From an optimization exercise on the open Yosys and OpenROAD flow, aimed at small area; shortcuts taken in it are not production practice.
Function was checked by simulation only, so behaviour that the tests miss may differ from the original.

==> inputs of xenon <==
## luma_invert_via_yuv
module luma_invert_via_yuv (
    input  wire logic       i_clk,
    input  wire logic       i_rst_n,
    input  wire logic       start,
    output logic            busy,
    input  wire logic [7:0] i_red_in,
    input  wire logic [7:0] i_green_in,
    input  wire logic [7:0] i_blue_in,
    input  wire logic [7:0] i_alpha_in,
    input  wire logic       i_last_in,
    output logic            o_valid,
    output logic [7:0]      o_red_out,
    output logic [7:0]      o_green_out,
    output logic [7:0]      o_blue_out,
    output logic [7:0]      o_alpha_out,
    output logic            o_last_out
);
Settings: LEC_CHECK=0, ABC_AREA=0, CAP_MARGIN=20, CORE_MARGIN=2, CORE_UTILIZATION=40, GPL_TIMING_DRIVEN=0, SLEW_MARGIN=20, SYNTH_HIERARCHICAL=1, SYNTH_MINIMUM_KEEP_SIZE=0; clock period 5.5 ns.
standard.sh (not shown) runs the stock make flow with config.mk's settings and CLKGATE_MAP_FILE= SYNTH_SCRIPT=/design/flow/synth_recipe.tcl, a recipe that flattens the netlist after the stock synthesis.
==> flow/flow/run.sh <==
#!/bin/bash
# Standard layout, with the smallest buffer cell for the port buffers and a
# clock tree of smaller buffers without dummy loads.
export BUFFER_PORTS_ARGS="-buffer_cell sky130_fd_sc_hd__buf_1"
export CTS_ARGS="-sink_clustering_enable -repair_clock_nets -dont_use_dummy_load -buf_list sky130_fd_sc_hd__clkbuf_8 -sink_clustering_size 12"
bash standard.sh > standard.log 2>&1
==> yarrow (differences from xenon) <==
- GPL_TIMING_DRIVEN: 0 -> unset
==> raven (differences from xenon) <==
==> flow/flow/run.sh (replaced) <==
#!/bin/bash
# Standard layout, with the smallest buffer cell for the port buffers and a
# clock tree of smaller buffers without dummy loads.
export BUFFER_PORTS_ARGS="-buffer_cell sky130_fd_sc_hd__buf_1"
export CTS_ARGS="-sink_clustering_enable -repair_clock_nets -dont_use_dummy_load -buf_list sky130_fd_sc_hd__clkbuf_8 -sink_clustering_size 30 -sink_clustering_max_diameter 200 -sink_clustering_levels 3"
bash standard.sh > standard.log 2>&1
- GPL_TIMING_DRIVEN: 0 -> unset
==> qor.yml <==
status:
  status: "finished clean"
route:
  routed_wirelength_um: 26200
  firstDrtPassIters: 4
grt:
  grt_pass1_vias: 8106
placed_design:
  placedCellCount: 1411
cells_and_area:
  fin_area_sq_um: 14200
  multi_input_comb_area_sq_um: 9350
  regArea_sq_um: 3220
setup_path:
  critPathCaptureType: "flop"
  cp_slowest_stage_delay_ns: 0.52
The numbers above come from xenon.

==> qor.yml <==
grt:
  grt_pass1_vias: 8403
setup_path:
  cp_slowest_stage_delay_ns: 0.46
  critPathCaptureType: "output pin"
status:
  status: "finished clean"
placed_design:
  placedCellCount: 1438
cells_and_area:
  regArea_sq_um: 3180
  multi_input_comb_area_sq_um: 9380
route:
  routed_wirelength_um: 28300
  firstDrtPassIters: 5
The numbers above come from yarrow.

==> qor.yml <==
placed_design:
  placedCellCount: 1438
cells_and_area:
  clock_buffers: 17
  multi_input_comb_area_sq_um: 9380
  fin_area_sq_um: 14200
status:
  status: "finished clean"
grt:
  grt_max_degree: 17
setup_path:
  critPathCaptureType: "output pin"
route:
  firstDrtPassIters: 5
The numbers above come from raven.



==> inputs of trial 81 <==
luma_invert_via_yuv again, from the RTL that the note above started with.
==> flow/design.v (excerpt) <==
module luma_invert_via_yuv (
    input  wire logic       i_clk,
    input  wire logic       i_rst_n,
    input  wire logic       start,
    output logic            busy,
    input  wire logic [7:0] i_red_in,
    input  wire logic [7:0] i_green_in,
    input  wire logic [7:0] i_blue_in,
    input  wire logic [7:0] i_alpha_in,
    input  wire logic       i_last_in,
    output logic            o_valid,
    output logic [7:0]      o_red_out,
    output logic [7:0]      o_green_out,
    output logic [7:0]      o_blue_out,
    output logic [7:0]      o_alpha_out,
    output logic            o_last_out
);
clock: 5.5 ns
lec_check: 0
abc_area: 0
cap_margin: 20
core_margin: 2
core_utilization: 40
slew_margin: 20
synth_hierarchical: 1
synth_minimum_keep_size: 0
==> flow/flow/run.sh <==
#!/bin/bash
# Standard layout, with the smallest buffer cell for the port buffers and a
# clock tree of smaller buffers without dummy loads.
export BUFFER_PORTS_ARGS="-buffer_cell sky130_fd_sc_hd__buf_1"
export CTS_ARGS="-sink_clustering_enable -repair_clock_nets -dont_use_dummy_load -buf_list sky130_fd_sc_hd__clkbuf_8 -sink_clustering_size 16 -sink_clustering_max_diameter 60"
bash standard.sh > standard.log 2>&1
==> build 31: changes against trial 81 <==
==> flow/flow/run.sh (replaced) <==
#!/bin/bash
# Standard layout, with the smallest buffer cell for the port buffers and a
# clock tree of smaller buffers without dummy loads.
export BUFFER_PORTS_ARGS="-buffer_cell sky130_fd_sc_hd__buf_1"
export CTS_ARGS="-sink_clustering_enable -repair_clock_nets -dont_use_dummy_load -buf_list sky130_fd_sc_hd__clkbuf_8 -sink_clustering_size 12"
bash standard.sh > standard.log 2>&1
CAP_MARGIN = 5   (was 20)
GPL_TIMING_DRIVEN = 0   (was default)
SLEW_MARGIN = 5   (was 20)
==> summary of the runs <==
Of build 31 and trial 81, trial 81 has the higher register-to-register slack (gap 0.16 ns).
In flip-flop and latch count, trial 81 and build 31 do not differ.
Between trial 81 and build 31, the lower global-route usage is in build 31 (gap 1.0 points).
Between build 31 and trial 81, the lower clock skew is in trial 81 (gap 0.0048 ns).
Via count: trial 81 is higher than build 31 (2.7%).
Setup slack is about the same in build 31 and trial 81.
Between build 31 and trial 81, the lower cell area is in trial 81 (gap 0.32%, measured against trial 81).
==> figures <==
| item | trial 81 | build 31 |
|---|---|---|
| Shortest period the worst path allows | 5.27 ns | 5.27 ns |
| Run status | finished clean | finished clean |
| Total iterations of the first detailed-routing run | 5 | 4 |
| Met1 Usage GRT | 0.241 | 0.237 |
| Slew headroom | 0.610 | 0.516 |
| End point of the critical path | o_red_out[2] | f_dv_q3[1] |
| Layout Nets | 1,488 | 1,492 |
| Worst Slack Setup Final | 0.232 ns | 0.232 ns |
| Footprint of the multi-input gates | 9380 um2 | 9350 um2 |
| Endpoint with the worst hold slack | r_alpha[3][4] | r_alpha[1][5] |
| Fraction of standard cell area that is sequential | 0.224 | 0.226 |
| Worst r2r dst | f_dv_q3[5] | f_dv_q3[1] |
| Number of filler instances in the final layout | 2,865 | 2,909 |

[port drivers added, routing unchanged]
How much do the figures lean on ideal ports? The routed layouts below were timed once more, with nothing changed but the port constraints. Step 1: set_driving_cell puts a clkbuf_16 on i_clk and a buf_2 on each other input, an assumption about the parent block. Step 2 also shifts input and output timing later by t, the mid clock arrival at the registers, as if the neighbouring blocks saw the same clock. Three values: ideal ports, drivers, drivers and shift; two values: the first two.
| run | shift t [ns] | setup slack, ns | latest minus earliest clock arrival (ns) | worst data-port slew with drivers (ns) |
|---|---|---|---|---|
| xenon | 0.478 | 0.232 / 0.198 / 0.232 | 0.041 / 0.041 | 0.04 |
| yarrow | 0.479 | 0.232 / 0.188 / 0.393 | 0.040 / 0.040 | 0.04 |
| raven | 0.479 | 0.232 / 0.188 / 0.393 | 0.040 / 0.040 | 0.04 |
| trial 81 | 0.479 | 0.232 / 0.188 / 0.393 | 0.040 / 0.040 | 0.04 |
| build 31 | 0.478 | 0.232 / 0.198 / 0.232 | 0.041 / 0.041 | 0.04 |
After both steps every run listed still meets setup and hold.
